This is an optimization exercise on Yosys and OpenROAD, whose aim is small area, not a production implementation.
Function was checked by simulation only, so behaviour that the tests miss may differ from the original.
Power is estimated from default activity; no workload was simulated.

==> flow/design.v <==
module dmem_bit_next (
   input  logic q,
   input  logic wen,
   input  logic dn,
   output logic d
);
   assign d = wen ? q : ~dn;
endmodule
module dmem_rd_aoi3 (
   input  logic a0, s0, a1, s1, a2, s2,
   output logic y
);
   assign y = ~((a0 & s0) | (a1 & s1) | (a2 & s2));
endmodule
module dmem_cap_next (
   input  logic a,
   input  logic ld,
   input  logic q,
   input  logic hold,
   output logic d
);
   assign d = (a & ld) | (q & hold);
endmodule
module dmem_responder #(
   parameter int          DEPTH = 64,
   parameter int          AW    = 6,
   parameter logic [31:0] BASE  = 32'h0000_0000
) (
   input  logic        clock,
   input  logic        reset,
   input  logic        dmemwena,
   input  logic        dmemrena,
   input  logic [31:0] aluout,
   input  logic [31:0] dmemdata,
   input  logic [1:0]  wbh,
   input  logic        wbh_fh,
   input  logic        err_clr,
   output logic [31:0] dmemout,
   output logic        err,
   output logic [31:0] err_addr,
   output logic [1:0]  err_code,
   output logic [15:0] st_count
);
   localparam logic [31:0] SPAN = 32'(DEPTH * 4);
   localparam int          NG   = (DEPTH + 2) / 3;    
   localparam int          VG   = 4;                  
   localparam int          VB   = 2;                  
   localparam int          NV   = DEPTH / VG;
   localparam logic [1:0] SZ_WORD = 2'b00;
   localparam logic [1:0] SZ_HALF = 2'b01;
   localparam logic [1:0] SZ_BYTE = 2'b10;
   localparam logic [1:0] SZ_RSVD = 2'b11;
   localparam logic [1:0] FLT_NONE  = 2'b00;
   localparam logic [1:0] FLT_ALIGN = 2'b01;
   localparam logic [1:0] FLT_RANGE = 2'b10;
   localparam logic [1:0] FLT_SIZE  = 2'b11;
   logic [31:0]   off;
   logic          in_range;
   logic [AW-1:0] idx;
   logic [1:0]    lane;
   logic          misaligned;
   logic [1:0]    fault;
   logic [3:0]    lane_mask;
   logic [31:0]   wdata_n [VG];    
   logic [3:0]    lane_wr;         
   logic          grp_valid;       
   logic          commit;
   logic          capture;
   logic [31:0]      mem [DEPTH];    
   logic [NV-1:0]    valid;          
   logic          err_flag;
   logic [31:0]   err_addr_reg;
   logic [1:0]    err_code_reg;
   logic [15:0]   st_count_reg;
   always_comb begin
      off        = aluout - BASE;
      in_range   = (off < SPAN);
      idx        = off[AW+1:2];
      lane       = aluout[1:0];
      misaligned = ((wbh == SZ_WORD) && (lane != 2'b00)) ||
                   ((wbh == SZ_HALF) && lane[0]);
      if (wbh == SZ_RSVD)
         fault = FLT_SIZE;
      else if (!in_range)
         fault = FLT_RANGE;
      else if (misaligned)
         fault = FLT_ALIGN;
      else
         fault = FLT_NONE;
   end
   logic [31:0] st_data;
   always_comb begin
      case (wbh)
         SZ_WORD: lane_mask = 4'b1111;
         SZ_HALF: lane_mask = lane[1] ? 4'b1100 : 4'b0011;
         SZ_BYTE: lane_mask = 4'b0001 << lane;
         default: lane_mask = 4'b0000;
      endcase
      st_data[7:0]   = dmemdata[7:0];
      st_data[15:8]  = (wbh == SZ_BYTE) ? dmemdata[7:0] : dmemdata[15:8];
      st_data[23:16] = (wbh == SZ_WORD) ? dmemdata[23:16] : dmemdata[7:0];
      st_data[31:24] = (wbh == SZ_WORD) ? dmemdata[31:24] :
                       (wbh == SZ_HALF) ? dmemdata[15:8] : dmemdata[7:0];
      grp_valid = valid[idx[AW-1:VB]];
      lane_wr   = lane_mask | {4{!grp_valid}};
      for (int j = 0; j < VG; j++)
         for (int l = 0; l < 4; l++)
            wdata_n[j][8*l +: 8] = ~(st_data[8*l +: 8] &
                                     {8{lane_mask[l] && (idx[VB-1:0] == j)}});
      commit  = dmemwena && (fault == FLT_NONE);
      capture = (dmemwena || dmemrena) && (fault != FLT_NONE) &&
                (!err_flag || err_clr);
   end
   genvar w, b, k;
   generate
      for (w = 0; w < NV; w++) begin : g_grp
         always_ff @(posedge clock or posedge reset) begin
            if (reset)
               valid[w] <= 1'b0;
            else if (commit && idx[AW-1:VB] == w)
               valid[w] <= 1'b1;
         end
      end
      for (w = 0; w < DEPTH; w++) begin : g_word
         logic wsel;
         assign wsel = commit && (idx[AW-1:VB] == w / VG) &&
                       (idx[VB-1:0] == w % VG || !grp_valid);
         for (b = 0; b < 4; b++) begin : g_lane
            logic        wen;
            logic [7:0]  nxt;
            assign wen = !(wsel && lane_wr[b]);
            for (k = 0; k < 8; k++) begin : g_bit
               dmem_bit_next u_nxt (.q(mem[w][8*b+k]), .wen(wen),
                                    .dn(wdata_n[w % VG][8*b+k]), .d(nxt[k]));
            end
            always_ff @(posedge clock)
               mem[w][8*b +: 8] <= nxt;
         end
      end
   endgenerate
   logic [DEPTH-1:0] rsel;
   logic [31:0] word_rd;
   always_comb
      for (int i = 0; i < DEPTH; i++)
         rsel[i] = (idx == i) && valid[i / VG];
   generate
      for (b = 0; b < 32; b++) begin : g_rd
         logic [NG-1:0] part_n;
         for (k = 0; k < NG; k++) begin : g_slice
            if (3*k + 2 < DEPTH) begin : g_full
               dmem_rd_aoi3 u_aoi (
                  .a0(mem[3*k][b]),   .s0(rsel[3*k]),
                  .a1(mem[3*k+1][b]), .s1(rsel[3*k+1]),
                  .a2(mem[3*k+2][b]), .s2(rsel[3*k+2]),
                  .y(part_n[k]));
            end else if (3*k + 1 < DEPTH) begin : g_two
               assign part_n[k] = ~((mem[3*k][b] & rsel[3*k]) | (mem[3*k+1][b] & rsel[3*k+1]));
            end else begin : g_one
               assign part_n[k] = ~(mem[3*k][b] & rsel[3*k]);
            end
         end
         assign word_rd[b] = ~&part_n;
      end
   endgenerate
   logic [15:0] half_sel;
   logic [7:0]  byte_sel;
   logic [31:0] load_data;
   always_comb begin
      half_sel  = lane[1] ? word_rd[31:16] : word_rd[15:0];
      byte_sel  = word_rd[8*lane +: 8];
      load_data = 32'h0;
      if (fault == FLT_NONE) begin
         case (wbh)
            SZ_WORD: load_data = word_rd;
            SZ_HALF: load_data = {{16{wbh_fh & half_sel[15]}}, half_sel};
            SZ_BYTE: load_data = {{24{wbh_fh & byte_sel[7]}}, byte_sel};
            default: load_data = 32'h0;
         endcase
      end
   end
   always_ff @(posedge clock or posedge reset) begin
      if (reset)
         st_count_reg <= 16'h0;
      else if (commit && st_count_reg != 16'hFFFF)
         st_count_reg <= st_count_reg + 16'd1;
   end
   logic        cap_hold;
   logic [34:0] cap_d, cap_a, cap_q;
   assign cap_hold = !capture && !err_clr;
   assign cap_a    = {1'b1, fault, aluout};
   assign cap_q    = {err_flag, err_code_reg, err_addr_reg};
   generate
      for (b = 0; b < 35; b++) begin : g_cap
         dmem_cap_next u_cap (
            .a(cap_a[b]), .ld(capture),
            .q(cap_q[b]), .hold(cap_hold),
            .d(cap_d[b]));
      end
   endgenerate
   always_ff @(posedge clock or posedge reset) begin
      if (reset) begin
         err_flag     <= 1'b0;
         err_addr_reg <= 32'h0;
         err_code_reg <= 2'b00;
      end else begin
         {err_flag, err_code_reg, err_addr_reg} <= cap_d;
      end
   end
   assign dmemout  = load_data;
   assign err      = err_flag;
   assign err_addr = err_addr_reg;
   assign err_code = err_code_reg;
   assign st_count = st_count_reg;
endmodule
Settings: LEC_CHECK=0, CAP_MARGIN=20, CORE_MARGIN=2, CORE_UTILIZATION=65, PLACE_DENSITY=0.75, SLEW_MARGIN=20, SYNTH_HIERARCHICAL=1, SYNTH_MINIMUM_KEEP_SIZE=0; clock period 10.0 ns.
standard.sh (not shown) runs the stock make flow with config.mk's settings and CLKGATE_MAP_FILE= SYNTH_SCRIPT=/design/flow/synth_recipe.tcl, a recipe that flattens the netlist after the stock synthesis.
==> flow/flow/run.sh <==
#!/bin/bash
set -euo pipefail
cd "$(dirname "$0")/.."
CTS="-sink_clustering_enable -repair_clock_nets -dont_use_dummy_load -sink_clustering_size 17 -sink_clustering_max_diameter 80 -buf_list {sky130_fd_sc_hd__clkbuf_8}"
bash standard.sh "CTS_ARGS=$CTS" "BUFFER_PORTS_ARGS=-buffer_cell sky130_fd_sc_hd__buf_1" finish > standard.log 2>&1
The baseline went through all stages and came out clean.
Change:
==> flow/flow/run.sh (replaced) <==
#!/bin/bash
set -euo pipefail
cd "$(dirname "$0")/.."
CTS="-sink_clustering_enable -repair_clock_nets -dont_use_dummy_load -sink_clustering_size 16 -sink_clustering_max_diameter 80 -buf_list {sky130_fd_sc_hd__clkbuf_8}"
bash standard.sh "CTS_ARGS=$CTS" "BUFFER_PORTS_ARGS=-buffer_cell sky130_fd_sc_hd__buf_1" finish > standard.log 2>&1
Result: Worst setup slack improves by 79 ps; cell area hardly moves; power goes up slightly; first-iteration DRC count shrinks slightly; routed wire length is about the same; sequential share of layout area barely changes; die area does not change.

[static timing again, ports no longer ideal]
No port has a modelled driver above. Below, the same layouts with a new extraction and two added sets of constraints. Step 1 assumes that a clkbuf_16 drives the clock port and a buf_2 every other input. Step 2 adds t to the input delays and takes it off the output delays; t is the mean of the earliest and latest rising clock arrival at the registers after step 1. Input paths then give back, and output paths get back, about the clock's delay inside the block. a / b / c = no drivers / after step 1 / after step 2; a / b = the first two.
| run | t, ns | setup WS [ns] | worst slew at a driven data input, ns |
|---|---|---|---|
| the first run | 0.970 | 0.867 / 0.842 / 0.842 | 0.16 |
| the second run | 0.976 | 0.946 / 0.914 / 0.914 | 0.14 |
After both steps every run listed still meets setup and hold. For the second run, which loses most, drivers alone change the setup slack by -0.032 ns; drivers and shift together by -0.032 ns.
